This is an optimization exercise on Yosys and OpenROAD, whose aim is small area, a short achievable clock period and few clock cycles, not a production implementation.
RTL that was checked went through simulation tests only; none was proved equivalent to the original.
Power is estimated from default activity; no workload was simulated.

Design tensor_axis_permute_addresses_top, start of the top module:
module tensor_axis_permute_addresses_top #(
   parameter int RANK_LIMIT = 4,
   parameter int AXIS_BITS  = 8,
   parameter int VALUE_BITS = 32
) (
   input  logic        clock,
   input  logic        reset,
   input  logic        req_valid,
   output logic        req_ready,
   input  logic [31:0] req_element_value,
   output logic        rsp_valid,
   input  logic        rsp_ready,
   output logic [31:0] rsp_dest_address,
   output logic [31:0] rsp_moved_value,
   output logic        rsp_final_element,
   input  logic        csr_valid,
   output logic        csr_ready,
   input  logic [1:0]  csr_index,
   input  logic [31:0] csr_data
);
Size in the first run: ~390 flip-flops, ~21000 µm² of cells after synthesis.
clock: 7.0 ns
lec_check: 0
abc_clock_period_in_ps: 2800
cap_margin: 20
core_margin: 2
core_utilization: 55
cts_buf_list: sky130_fd_sc_hd__clkbuf_8
cts_cluster_size: 30
place_density: 0.7
setup_slack_margin: 3.8
slew_margin: 20
run.sh (not shown) runs the stock make flow with config.mk's settings and CLKGATE_MAP_FILE= SYNTH_SCRIPT=/design/flow/synth_recipe.tcl, a recipe that flattens the netlist after the stock synthesis.
Change:
--- a/flow/design.v
+++ b/flow/design.v
@@ -40,20 +40,21 @@
    logic [16:0]        es1;
    logic [8:0]         es2;
    logic [3:0]         ev;
    logic [31:0]        PK;         
    logic [31:0]        WK;         
    logic               ov, olast;
    logic [31:0]        oval;
    logic               rdy;
    logic               rdy_e;      
    logic [1:0]         est, ej;
+   logic               ez;         
    logic               eph, efirst;
    logic [1:0]         oj;         
    logic [1:0]         ojn;        
    logic [7:0]         sj;         
    logic               jact;       
    logic [3:0]      in_use, szz, tp_nx, tp_pr;
    logic [3:0][7:0] c_nx, c_inc;
    logic [7:0]      cq;
    assign cq = c[ej];
    logic            fx_nx, fx_pr;
@@ -188,21 +189,21 @@
       ejm      = ej - 2'd1;
       if (req_fire) begin
          nk_n    = kx;
          nmode_n = fx ? M_ZERO : M_INC;
          c_n     = c_nx;
          tp_n    = tp_nx;
          fx_n    = fx_nx;
          kx_n    = kx_nx;
       end
       case (est)
-         S_WC:    wsel = (eph || ej != 2'd0) ? ojn : (nmode == M_ZERO) ? kx : lk;
+         S_WC:    wsel = (eph || !ez) ? ojn : (nmode == M_ZERO) ? kx : lk;
          S_PC:    wsel = ej;
          default: wsel = kq;     
       endcase
       if (oload) begin
          if (lmode == M_ZERO) begin
             pwe[3] = 1'b1;               
             pv_n   = 3'b000;
          end else if (lmode == M_INC) begin
             pwe[3] = 1'b1;
             if (lk != 2'd3) pwe[lk] = 1'b1;
@@ -232,39 +233,39 @@
             fx_n   = fx_pr;
             kx_n   = kx_pr;
             est_n  = S_WC;
          end
          S_WC: begin
             if (!eph) begin
                if (jact) begin
                   ewe[ej] = 1'b1;                
                   ev_n[ej] = 1'b1;
                   wwr     = 1'b1;
-                  if (ej == 2'd0) begin
+                  if (ez) begin
                      done = 1'b1;
                   end else if (efirst) begin
                      pk_h     = 1'b0;                 
                      pk_i     = 1'b1;
                      efirst_n = 1'b0;
                      adv      = 1'b1;
                   end else begin
                      wk_p = 1'b1;
                      if (sj[0]) begin
                         pk_h = 1'b0;
                         pk_p = 1'b1;
                      end
                      sj_s = 1'b1;
                      if ((sj >> 1) == 8'd0) adv = 1'b1;
                      else eph_n = 1'b1;
                   end
                end else begin
-                  if (ej == 2'd0) done = 1'b1;
+                  if (ez) done = 1'b1;
                   else adv = 1'b1;
                end
             end else begin
                if (sj[0]) begin                      
                   pk_h = 1'b0;
                   pk_a = 1'b1;
                end
                wk_s = 1'b1;
                sj_s = 1'b1;
                if ((sj >> 1) == 8'd0) begin
@@ -324,31 +325,31 @@
                sj_s = 1'b1;
                if ((sj >> 1) == 8'd0) begin
                   eph_n = 1'b0;
                   if (ej == rm1) est_n = S_IDLE;
                   else ej_n = ej + 2'd1;
                end
             end
          end
          default: ;
       endcase
-      if (csr_valid) begin
-         case (csr_index)
+      if (csr_valid || reset) begin
+         if (!reset) case (csr_index)
             2'd0: rm1_n = (csr_data[2:0] == 3'd0) ? 2'd0 :
                           (csr_data[2:0] > 3'd4) ? 2'd3 : 2'(csr_data[2:0] - 3'd1);
             2'd1: sz_n  = csr_data;
             2'd2: ord_n = csr_data[7:0];
             default: ;
          endcase
-         nmode_n  = (c == '0) ? M_ZERO : M_NONE;
+         nmode_n  = (reset || c == '0) ? M_ZERO : M_NONE;
          est_n    = S_PRIME;
-         ej_n     = rm1_n;
+         ej_n     = reset ? 2'd0 : rm1_n;
          eph_n    = 1'b0;
          efirst_n = 1'b1;
          ev_n     = 4'b0000;
          pk_a = 1'b0; pk_r = 1'b0; pk_i = 1'b0; pk_p = 1'b0; pk_h = 1'b0;
          pk_1 = 1'b1;
       end
       PK_n = ({32{pk_a}} & asum) | ({32{pk_r}} & prd) | ({32{pk_i}} & (32'(sj) + 32'd1)) |
              ({32{pk_p}} & (PK << 1)) | ({32{pk_h}} & PK) | 32'(pk_1);
       WK_n = ({32{wk_b}} & 32'(asum[WB-1:0])) | ({32{wk_w}} & 32'(wrd)) |
              ({32{wk_p}} & (PK << 1)) | ({32{wk_s}} & (WK << 1)) |
@@ -361,51 +362,44 @@
    end
    logic p3z;
    assign p3z = (oload && lmode == M_ZERO) || (est == S_WC && nmode == M_NONE);
    always_ff @(posedge clock) begin
       if (reset) begin
          rm1     <= 2'd0;
          sz      <= '0;
          ord     <= {2'd3, 2'd2, 2'd1, 2'd0};
          c       <= '0;
          nk      <= 2'd0;
-         nmode   <= M_ZERO;
-         pv      <= 3'b000;
-         ev      <= 4'b0000;
          ov      <= 1'b0;
          rdy     <= 1'b0;
          rdy_e   <= 1'b0;
-         est     <= S_PRIME;
-         ej      <= 2'd0;
-         eph     <= 1'b0;
-         efirst  <= 1'b1;
-         PK      <= 32'd1;
       end else begin
          rm1     <= rm1_n;
          sz      <= sz_n;
          ord     <= ord_n;
          c       <= c_n;
          nk      <= nk_n;
-         nmode   <= nmode_n;
-         pv      <= pv_n;
-         ev      <= ev_n;
          if (ofree) ov <= oload;
          rdy_e   <= rdy_n && !(oload || (ov && !rsp_ready));
          rdy     <= rdy_n;
-         est     <= est_n;
-         ej      <= ej_n;
-         eph     <= eph_n;
-         efirst  <= efirst_n;
-         PK      <= PK_n;
       end
    end
    always_ff @(posedge clock) begin
+      nmode  <= nmode_n;
+      pv     <= pv_n;
+      ev     <= ev_n;
+      est    <= est_n;
+      ej     <= ej_n;
+      ez     <= ej_n == 2'd0;
+      eph    <= eph_n;
+      efirst <= efirst_n;
+      PK     <= PK_n;
       for (int m = 0; m < 4; m++) begin
          if (pwe[m]) P[m] <= (m == 3 && p3z) ? 32'd0 : asum;
       end
       if (ewe[0]) es0 <= asum[24:0];
       if (ewe[1]) es1 <= asum[16:0];
       if (ewe[2]) es2 <= asum[8:0];
       tp     <= tp_n;
       fx     <= fx_n;
       kx     <= kx_n;
       WK     <= WK_n;
After rerunning:
- first-iteration DRC count is lower by about a fifth
- power climbs by a few percent
- setup slack gets better by 0.060 ns
- sequential power rose slightly
- combinational power rose by roughly a tenth
- wire length decreases by a few percent
- clock-buffer cell count grows by 10
- global-route usage goes down by 1.4 points
- clock power climbs by a few percent
Testbench counts after the change, summed over its fixed seeds: cycles 13,044.
No functional check of the RTL was part of the first run of this note.

-- static timing again, ports no longer ideal --
No port has a modelled driver above. Below, the same layouts with a new extraction and two added sets of constraints. Step 1 (the two cells are an assumption about what drives the block):
set clk [get_ports {clock}]
set_driving_cell -lib_cell sky130_fd_sc_hd__clkbuf_16 $clk
set_driving_cell -lib_cell sky130_fd_sc_hd__buf_2 [delete_from_list [all_inputs] $clk]
Step 2, shift: input delay + t, output delay - t, t = (earliest + latest rising clock arrival at the registers) / 2. This alone moves slack from input paths to output paths. Three values: ideal, step 1, step 2; two values: the first two.
| run | shift t [ns] | setup slack, ns | worst register clock-pin slew, ns |
|---|---|---|---|
| the first run | 0.717 | 3.741 / 3.751 / 3.054 | 0.07 / 0.07 |
| the second run | 0.664 | 3.802 / 3.781 / 3.239 | 0.06 / 0.06 |
After both steps setup and hold are still met in every run listed. For the first run, which loses most, drivers alone change the setup slack by +0.010 ns; drivers and shift together by -0.687 ns.
